Background: an optimization exercise with open tools, aiming at a short achievable clock period and few clock cycles. Do not read the settings as production practice. RTL that was checked went through simulation tests only; none was proved equivalent to the original. No activity file was given, so power comes from the tool's default toggle rates.

## pipeCpu
module pipeCpu (
    input  logic        clk,
    input  logic        rstN,
    output logic [31:0] pc,
    input  logic [31:0] inst,
    output logic [31:0] dataAddress,
    output logic [31:0] writeMemData,
    output logic        memRead,
    output logic        memWrite,
    input  logic [31:0] readMemData
);
Size: about 4,500 cells after synthesis, roughly 1,400 flip-flops, about 160 I/O pins, about 67,000 µm² of cells after synthesis.
export LEC_CHECK = 0
export ABC_CLOCK_PERIOD_IN_PS = 2500
export CAP_MARGIN = 20
export CORE_MARGIN = 2
export CORE_UTILIZATION = 40
export PLACE_DENSITY = 0.6
export SETUP_SLACK_MARGIN = 4.2
export SLEW_MARGIN = 20
export TNS_END_PERCENT = 100
create_clock -name core_clock -period 7.0 [get_ports {clk}]
standard.sh (not shown) runs the stock make flow with config.mk's settings and CLKGATE_MAP_FILE= SYNTH_SCRIPT=/design/flow/synth_recipe.tcl, a recipe that flattens the netlist after the stock synthesis.
==> flow/flow/run.sh <==
#!/bin/bash
set -euo pipefail
bash standard.sh MATCH_CELL_FOOTPRINT=0 "BUFFER_PORTS_ARGS=-buffer_cell sky130_fd_sc_hd__buf_4" finish > flow_standard.log 2>&1
The starting point completed without violations.
Testbench counts at the start, summed over its fixed seeds: cycles 14,105.
Rerun with:
==> flow/run.sh (new file) <==
#!/bin/bash
# synth_recipe.tcl (not shown) runs the flow's synth.tcl, then flattens the netlist and writes it again
# the make line also repeats each setting of config.mk as NAME=value (left out here)
make -C /OpenROAD-flow-scripts/flow DESIGN_CONFIG=/design/flow/config.mk WORK_HOME=/design/flow/orfs CLKGATE_MAP_FILE= SYNTH_SCRIPT=/design/flow/synth_recipe.tcl finish
--- a/flow/config.mk
+++ b/flow/config.mk
@@ -11,2 +11,2 @@
-export CORE_UTILIZATION = 40
-export PLACE_DENSITY = 0.6
+export CORE_UTILIZATION = 55
+export PLACE_DENSITY = 0.7
removed: flow/flow/run.sh
removed: flow/standard.sh
Final area went up by 0.48%.
Power went up by 1.2%.
Synthesized cell count is unchanged.
Sequential cell count does not change.
Area after synthesis is unchanged.
Setup slack degrades by 0.044 ns.
Hold slack improves by 0.0061 ns.
Utilization went up by 19 points.
Via count went up by 3.7%.
Rerun with:
--- a/flow/config.mk
+++ b/flow/config.mk
@@ -11,2 +11,2 @@
-export CORE_UTILIZATION = 55
-export PLACE_DENSITY = 0.7
+export CORE_UTILIZATION = 40
+export PLACE_DENSITY = 0.6
After rerunning: Clock-buffer cell count rises by 3; worst setup slack is better by 0.022 ns; worst hold slack hardly moves; synthesized area stays the same.


The RTL this note starts from:
==> flow/design.v <==
package mipsIsaPkg;
    localparam int WORD_W = 32;
    localparam int REG_W = 5;
    localparam logic [5:0] OP_RTYPE = 6'h00;
    localparam logic [5:0] OP_J     = 6'h02;
    localparam logic [5:0] OP_BEQ   = 6'h04;
    localparam logic [5:0] OP_BNE   = 6'h05;
    localparam logic [5:0] OP_ADDIU = 6'h09;
    localparam logic [5:0] OP_ORI   = 6'h0d;
    localparam logic [5:0] OP_LUI   = 6'h0f;
    localparam logic [5:0] OP_LW    = 6'h23;
    localparam logic [5:0] OP_SW    = 6'h2b;
    localparam logic [5:0] FN_ADDU = 6'h21;
    localparam logic [5:0] FN_SUBU = 6'h23;
    localparam logic [5:0] FN_AND  = 6'h24;
    localparam logic [5:0] FN_OR   = 6'h25;
    localparam logic [5:0] FN_SLT  = 6'h2a;
endpackage
`timescale 1ns/1ps
module registerFile (
    input  logic        clk,
    input  logic [4:0]  readReg1,
    input  logic [4:0]  readReg2,
    input  logic [4:0]  writeReg,
    input  logic [31:0] writeData,
    input  logic        regWrite,
    output logic [31:0] readData1,
    output logic [31:0] readData2
);
    logic [31:0] regs [1:31];
    always_ff @(posedge clk) begin
        if (regWrite && writeReg != 5'd0) begin
            regs[writeReg] <= writeData;
        end
    end
    assign readData1 = (readReg1 == 5'd0) ? 32'd0 : regs[readReg1];
    assign readData2 = (readReg2 == 5'd0) ? 32'd0 : regs[readReg2];
endmodule
`timescale 1ns/1ps
import mipsIsaPkg::*;
module pipeCpu (
    input  logic        clk,
    input  logic        rstN,
    output logic [31:0] pc,
    input  logic [31:0] inst,
    output logic [31:0] dataAddress,
    output logic [31:0] writeMemData,
    output logic        memRead,
    output logic        memWrite,
    input  logic [31:0] readMemData
);
    localparam bit PRED_FWD_BNE = 1'b1;
    logic [31:0] pcPlus4F;
    logic [5:0]  opF;
    logic        isJF;
    logic        isBrF;
    logic        predF;
    logic [31:0] jTargetF;
    logic [31:0] brTargetF;
    logic [16:0] brLoF;
    logic [13:0] brHiF;
    logic [31:0] fetchNext;
    logic        validD;
    logic [31:0] instD;
    logic [31:0] pcPlus4D;
    logic        predD;
    logic        regWriteE;
    logic        memReadE;
    logic        memWriteE;
    logic        isBrE;
    logic        isBneE;
    logic        predE;
    logic [4:0]  writeRegE;
    logic [31:0] aE;
    logic [31:0] bE;
    logic [31:0] immE;
    logic        useImmE;
    logic        subE;
    logic        andE;
    logic        orE;
    logic        sltE;
    logic        fwdMemAE;
    logic        fwdWbAE;
    logic        fwdMemBE;
    logic        fwdWbBE;
    logic [31:0] altPcE;
    logic        regWriteM;
    logic        memReadM;
    logic        memWriteM;
    logic [4:0]  writeRegM;
    logic [31:0] aluM;
    logic [31:0] storeM;
    logic [31:0] wbData;
    logic        redirect;
    logic        stall;
    assign pcPlus4F = pc + 32'd4;
    assign opF      = inst[31:26];
    assign isJF     = (opF == OP_J);
    assign isBrF    = (opF == OP_BEQ) || (opF == OP_BNE);
    assign predF    = isBrF && ((inst[25:21] == inst[20:16]) ? !opF[0]
                                : (inst[15] || (PRED_FWD_BNE && opF[0])));
    assign jTargetF = {pcPlus4F[31:28], inst[25:0], 2'b00};
    assign brLoF = {1'b0, pcPlus4F[17:2]} + {1'b0, inst[15:0]};
    always_comb begin
        case ({brLoF[16], inst[15]})
            2'b10:   brHiF = pcPlus4F[31:18] + 14'd1;
            2'b01:   brHiF = pcPlus4F[31:18] - 14'd1;
            default: brHiF = pcPlus4F[31:18];
        endcase
    end
    assign brTargetF = {brHiF, brLoF[15:0], 2'b00};
    assign fetchNext = isJF ? jTargetF : predF ? brTargetF : pcPlus4F;
    always_ff @(posedge clk or negedge rstN) begin
        if (!rstN) begin
            pc <= 32'd0;
        end else if (redirect) begin
            pc <= altPcE;
        end else if (!stall) begin
            pc <= fetchNext;
        end
    end
    always_ff @(posedge clk or negedge rstN) begin
        if (!rstN) begin
            validD <= 1'b0;
        end else if (redirect) begin
            validD <= 1'b0;
        end else if (!stall) begin
            validD <= 1'b1;
        end
    end
    always_ff @(posedge clk) begin
        if (!stall) begin
            instD    <= inst;
            pcPlus4D <= pcPlus4F;
            predD    <= predF;
        end
    end
    logic [5:0]  opD;
    logic [5:0]  fnD;
    logic [4:0]  rsD;
    logic [4:0]  rtD;
    logic        known;
    logic        usesRs;
    logic        usesRt;
    logic        useImm;
    logic        writes;
    logic        writeRd;
    logic        memReadD;
    logic        memWriteD;
    logic        isBrD;
    logic        subD;
    logic        andD;
    logic        orD;
    logic        sltD;
    logic [31:0] immD;
    logic [4:0]  srcA;
    logic [4:0]  srcB;
    logic [4:0]  writeRegD;
    logic        regWriteD;
    logic [31:0] rf1;
    logic [31:0] rf2;
    logic [31:0] wbNext;
    assign opD = instD[31:26];
    assign fnD = instD[5:0];
    assign rsD = instD[25:21];
    assign rtD = instD[20:16];
    always_comb begin
        known     = 1'b1;
        usesRs    = 1'b1;
        usesRt    = 1'b0;
        useImm    = 1'b0;
        writes    = 1'b0;
        writeRd   = 1'b0;
        memReadD  = 1'b0;
        memWriteD = 1'b0;
        isBrD     = 1'b0;
        subD      = 1'b0;
        andD      = 1'b0;
        orD       = 1'b0;
        sltD      = 1'b0;
        immD      = {{16{instD[15]}}, instD[15:0]};
        case (opD)
            OP_RTYPE: begin
                usesRt  = 1'b1;
                writes  = 1'b1;
                writeRd = 1'b1;
                case (fnD)
                    FN_ADDU: ;
                    FN_SUBU: subD = 1'b1;
                    FN_AND:  andD = 1'b1;
                    FN_OR:   orD  = 1'b1;
                    FN_SLT: begin
                        subD = 1'b1;
                        sltD = 1'b1;
                    end
                    default: known = 1'b0;
                endcase
            end
            OP_ADDIU: begin
                useImm = 1'b1;
                writes = 1'b1;
            end
            OP_ORI: begin
                useImm = 1'b1;
                writes = 1'b1;
                orD    = 1'b1;
                immD   = {16'd0, instD[15:0]};
            end
            OP_LUI: begin
                usesRs = 1'b0;
                useImm = 1'b1;
                writes = 1'b1;
                immD   = {instD[15:0], 16'd0};
            end
            OP_LW: begin
                useImm   = 1'b1;
                writes   = 1'b1;
                memReadD = 1'b1;
            end
            OP_SW: begin
                usesRt    = 1'b1;
                useImm    = 1'b1;
                memWriteD = 1'b1;
            end
            OP_BEQ, OP_BNE: begin
                usesRt = 1'b1;
                isBrD  = 1'b1;
            end
            default: known = 1'b0;
        endcase
        if (!validD || !known) begin
            usesRs    = 1'b0;
            usesRt    = 1'b0;
            writes    = 1'b0;
            memReadD  = 1'b0;
            memWriteD = 1'b0;
            isBrD     = 1'b0;
        end
    end
    assign srcA      = usesRs ? rsD : 5'd0;
    assign srcB      = usesRt ? rtD : 5'd0;
    assign writeRegD = writeRd ? instD[15:11] : rtD;
    assign regWriteD = writes && (writeRegD != 5'd0);
    assign wbNext = memReadM ? readMemData : aluM;
    registerFile u_registerFile (
        .clk       (clk),
        .readReg1  (srcA),
        .readReg2  (srcB),
        .writeReg  (writeRegM),
        .writeData (wbNext),
        .regWrite  (regWriteM),
        .readData1 (rf1),
        .readData2 (rf2)
    );
    assign stall = memReadE && regWriteE
                   && ((srcA != 5'd0 && srcA == writeRegE) || (srcB != 5'd0 && srcB == writeRegE));
    always_ff @(posedge clk or negedge rstN) begin
        if (!rstN) begin
            regWriteE <= 1'b0;
            memReadE  <= 1'b0;
            memWriteE <= 1'b0;
            isBrE     <= 1'b0;
        end else if (redirect || stall) begin
            regWriteE <= 1'b0;
            memReadE  <= 1'b0;
            memWriteE <= 1'b0;
            isBrE     <= 1'b0;
        end else begin
            regWriteE <= regWriteD;
            memReadE  <= memReadD;
            memWriteE <= memWriteD;
            isBrE     <= isBrD;
        end
    end
    always_ff @(posedge clk) begin
        isBneE    <= opD[0];
        predE     <= predD;
        writeRegE <= writeRegD;
        aE        <= rf1;
        bE        <= rf2;
        immE      <= immD;
        useImmE   <= useImm;
        subE      <= subD;
        andE      <= andD;
        orE       <= orD;
        sltE      <= sltD;
        fwdMemAE  <= (srcA != 5'd0) && regWriteE && (writeRegE == srcA);
        fwdWbAE   <= (srcA != 5'd0) && regWriteM && (writeRegM == srcA);
        fwdMemBE  <= (srcB != 5'd0) && regWriteE && (writeRegE == srcB);
        fwdWbBE   <= (srcB != 5'd0) && regWriteM && (writeRegM == srcB);
        altPcE    <= predD ? pcPlus4D : pcPlus4D + {immD[29:0], 2'b00};
    end
    logic [31:0] aV;
    logic [31:0] rtV;
    logic [31:0] opB;
    logic [31:0] sum;
    logic        lt;
    logic [31:0] aluOut;
    logic        taken;
    assign aV  = fwdMemAE ? aluM : fwdWbAE ? wbData : aE;
    assign rtV = fwdMemBE ? aluM : fwdWbBE ? wbData : bE;
    assign opB = useImmE ? immE : rtV;
    assign sum = aV + (subE ? ~opB : opB) + {31'd0, subE};
    assign lt  = (aV[31] != opB[31]) ? aV[31] : sum[31];
    always_comb begin
        if (andE)      aluOut = aV & opB;
        else if (orE)  aluOut = aV | opB;
        else if (sltE) aluOut = {31'd0, lt};
        else           aluOut = sum;
    end
    assign taken    = (aV == rtV) ^ isBneE;
    assign redirect = isBrE && (taken != predE);
    always_ff @(posedge clk or negedge rstN) begin
        if (!rstN) begin
            regWriteM <= 1'b0;
            memReadM  <= 1'b0;
            memWriteM <= 1'b0;
        end else begin
            regWriteM <= regWriteE;
            memReadM  <= memReadE;
            memWriteM <= memWriteE;
        end
    end
    always_ff @(posedge clk) begin
        writeRegM <= writeRegE;
        aluM      <= aluOut;
        storeM    <= rtV;
        wbData    <= wbNext;
    end
    assign dataAddress  = aluM;
    assign writeMemData = storeM;
    assign memRead      = memReadM;
    assign memWrite     = memWriteM;
endmodule
clock: 7.0 ns
lec_check: 0
abc_clock_period_in_ps: 2500
cap_margin: 20
core_margin: 2
core_utilization: 40
place_density: 0.6
setup_slack_margin: 4.0
slew_margin: 20
tns_end_percent: 100
run.sh (not shown) runs the stock make flow with config.mk's settings and CLKGATE_MAP_FILE= SYNTH_SCRIPT=/design/flow/synth_recipe.tcl, a recipe that flattens the netlist after the stock synthesis.
Stock flow here: none of the scripts above is used.
Testbench counts at the start, summed over its fixed seeds: cycles 14,105.
Edit:
- ABC_CLOCK_PERIOD_IN_PS: 2500 -> unset
- SETUP_SLACK_MARGIN: 4.0 -> unset
- TNS_END_PERCENT: 100 -> unset
After rerunning:
- The changed run completed with no timing, DRC or antenna violations
- worst setup slack got worse by 880 ps
- non-clock buffer count drops by 565
- wire length drops by about a fifth
- core utilization drops by 7.5 points
- clock skew drops by 3.0 ps
- total power drops by a few percent
- final cell count drops by a few percent
- combinational power drops by a quarter to a third
- final area drops by about a fifth
- clock power stays flat
- maximum frequency drops by roughly a tenth


pipeCpu, a different RTL version from the one above (not shown whole).
Size in the first run: roughly 4700 cells after synthesis, ~1400 flip-flops.
==> flow/config.mk <==
export PLATFORM = sky130hd
export DESIGN_NAME = pipeCpu
export DESIGN_NICKNAME = pipeCpu
export VERILOG_FILES = /design/flow/design.v
export SDC_FILE = /design/flow/constraint.sdc
export NUM_CORES = 4
export LEC_CHECK = 0
export ABC_CLOCK_PERIOD_IN_PS = 2500
export CAP_MARGIN = 20
export CORE_MARGIN = 2
export CORE_UTILIZATION = 40
export PLACE_DENSITY = 0.6
export SETUP_SLACK_MARGIN = 4.2
export SLEW_MARGIN = 20
export TNS_END_PERCENT = 100
==> flow/constraint.sdc <==
create_clock -name core_clock -period 7.0 [get_ports {clk}]
set_input_delay 1.4000 -clock core_clock [delete_from_list [all_inputs] [get_ports {clk}]]
set_output_delay 1.4000 -clock core_clock [all_outputs]
set_load 0.01 [all_outputs]
standard.sh (not shown) runs the stock make flow with config.mk's settings and CLKGATE_MAP_FILE= SYNTH_SCRIPT=/design/flow/synth_recipe.tcl, a recipe that flattens the netlist after the stock synthesis.
==> flow/flow/run.sh <==
#!/bin/bash
set -euo pipefail
bash standard.sh MATCH_CELL_FOOTPRINT=0 "BUFFER_PORTS_ARGS=-buffer_cell sky130_fd_sc_hd__buf_4" finish > flow_standard.log 2>&1
The first run passed the timing, DRC and antenna checks.
Testbench counts at the start, summed over its fixed seeds: cycles 14,105.
Change:
==> flow/run.sh (new file) <==
#!/bin/bash
# synth_recipe.tcl (not shown) runs the flow's synth.tcl, then flattens the netlist and writes it again
# the make line also repeats each setting of config.mk as NAME=value (left out here)
make -C /OpenROAD-flow-scripts/flow DESIGN_CONFIG=/design/flow/config.mk WORK_HOME=/design/flow/orfs CLKGATE_MAP_FILE= SYNTH_SCRIPT=/design/flow/synth_recipe.tcl finish
removed: flow/flow/run.sh
removed: flow/standard.sh
First-iteration DRC count rose by 2.6%. Utilization rose by 0.76 points. Flip-flop and latch count is unchanged. Via count rose by 1.4%. Die area is unchanged. Cell area rose by 1.5%. Setup slack degrades by 0.11 ns. Power rose by 2.9%. Non-clock buffer count rose by 32. Maximum frequency fell by 3.0%. Clock power rose by 3.3%.


run 1:
Another version of the RTL of pipeCpu (not shown whole).
Size in the first run: ~4600 cells after synthesis, about 1400 flip-flops, roughly 160 I/O pins, about 67000 µm² of cells after synthesis.
export LEC_CHECK = 0
export ABC_CLOCK_PERIOD_IN_PS = 2500
export CAP_MARGIN = 20
export CORE_MARGIN = 2
export CORE_UTILIZATION = 40
export PLACE_DENSITY = 0.6
export SETUP_SLACK_MARGIN = 3.8
export SLEW_MARGIN = 20
export TNS_END_PERCENT = 100
create_clock -name core_clock -period 7.0 [get_ports {clk}]
run.sh (not shown) runs the stock make flow with config.mk's settings and CLKGATE_MAP_FILE= SYNTH_SCRIPT=/design/flow/synth_recipe.tcl, a recipe that flattens the netlist after the stock synthesis.
Stock flow here: none of the scripts above is used.
Setup changes, run 1 to run 2
- SETUP_SLACK_MARGIN: 3.8 -> 4.2
## What came out
Of the two values seen for destination of the critical timing path, pc[9]$_DFFE_PN0P_ was produced by run 2 and aluM[22]$_DFF_P_ by run 1. Total wirelength of the detailed-routed design delta for run 2 relative to run 1: 6.1% higher. Run 2 has completed all stages; timing, DRC and antenna checks passed. Topmost layer with routed signal wires = met5: run 1; topmost layer with routed signal wires = met4: run 2. [compare] base=run 1 new=run 2: standby leakage power now sits higher; filler-free cell count of the finished design now sits higher; detail-routed via count per cell now sits higher; count of buffers not belonging to the clock network in the layout now sits higher; count of instances resized after the clock tree is built now sits higher.
No functional check of the RTL was part of any run of this note.

static timing again, ports no longer ideal:
Ports are ideal in the flow. The routed layouts listed here were re-timed in OpenROAD. Step 1 assumes that a clkbuf_16 drives the clock port and a buf_2 every other input. Step 2 moves the port delays by t, midway between the first and last clock arrival at a register: inputs arrive t later, outputs are due t later. That takes back most of the time a late clock gives input paths. Slacks: no drivers / after step 1 / after step 2; pairs: no drivers / after step 1.
run	t, ns	slack for setup (ns)	worst register clock-pin slew, ns
the first run of note 1	0.873	3.825 / 3.860 / 3.007	0.07 / 0.07
the second run of note 1	0.843	3.782 / 3.806 / 2.963	0.07 / 0.07
the third run of note 1	0.877	3.804 / 3.804 / 3.002	0.07 / 0.07
the first run of note 2	0.893	1.357 / 1.357 / 0.503	0.07 / 0.07
the second run of note 2	0.875	0.478 / 0.478 / -0.272	0.07 / 0.07
the first run of note 3	0.887	3.601 / 3.601 / 2.971	0.07 / 0.07
the second run of note 3	0.891	3.495 / 3.495 / 3.090	0.06 / 0.06
run 1	0.881	3.530 / 3.530 / 2.901	0.07 / 0.07
run 2	0.888	3.520 / 3.520 / 2.790	0.07 / 0.07
Met with ideal ports but missed after step 2: setup timing in the second run of note 2. For the first run of note 2, which loses most, drivers alone change the setup slack by 0.000 ns; drivers and shift together by -0.854 ns.
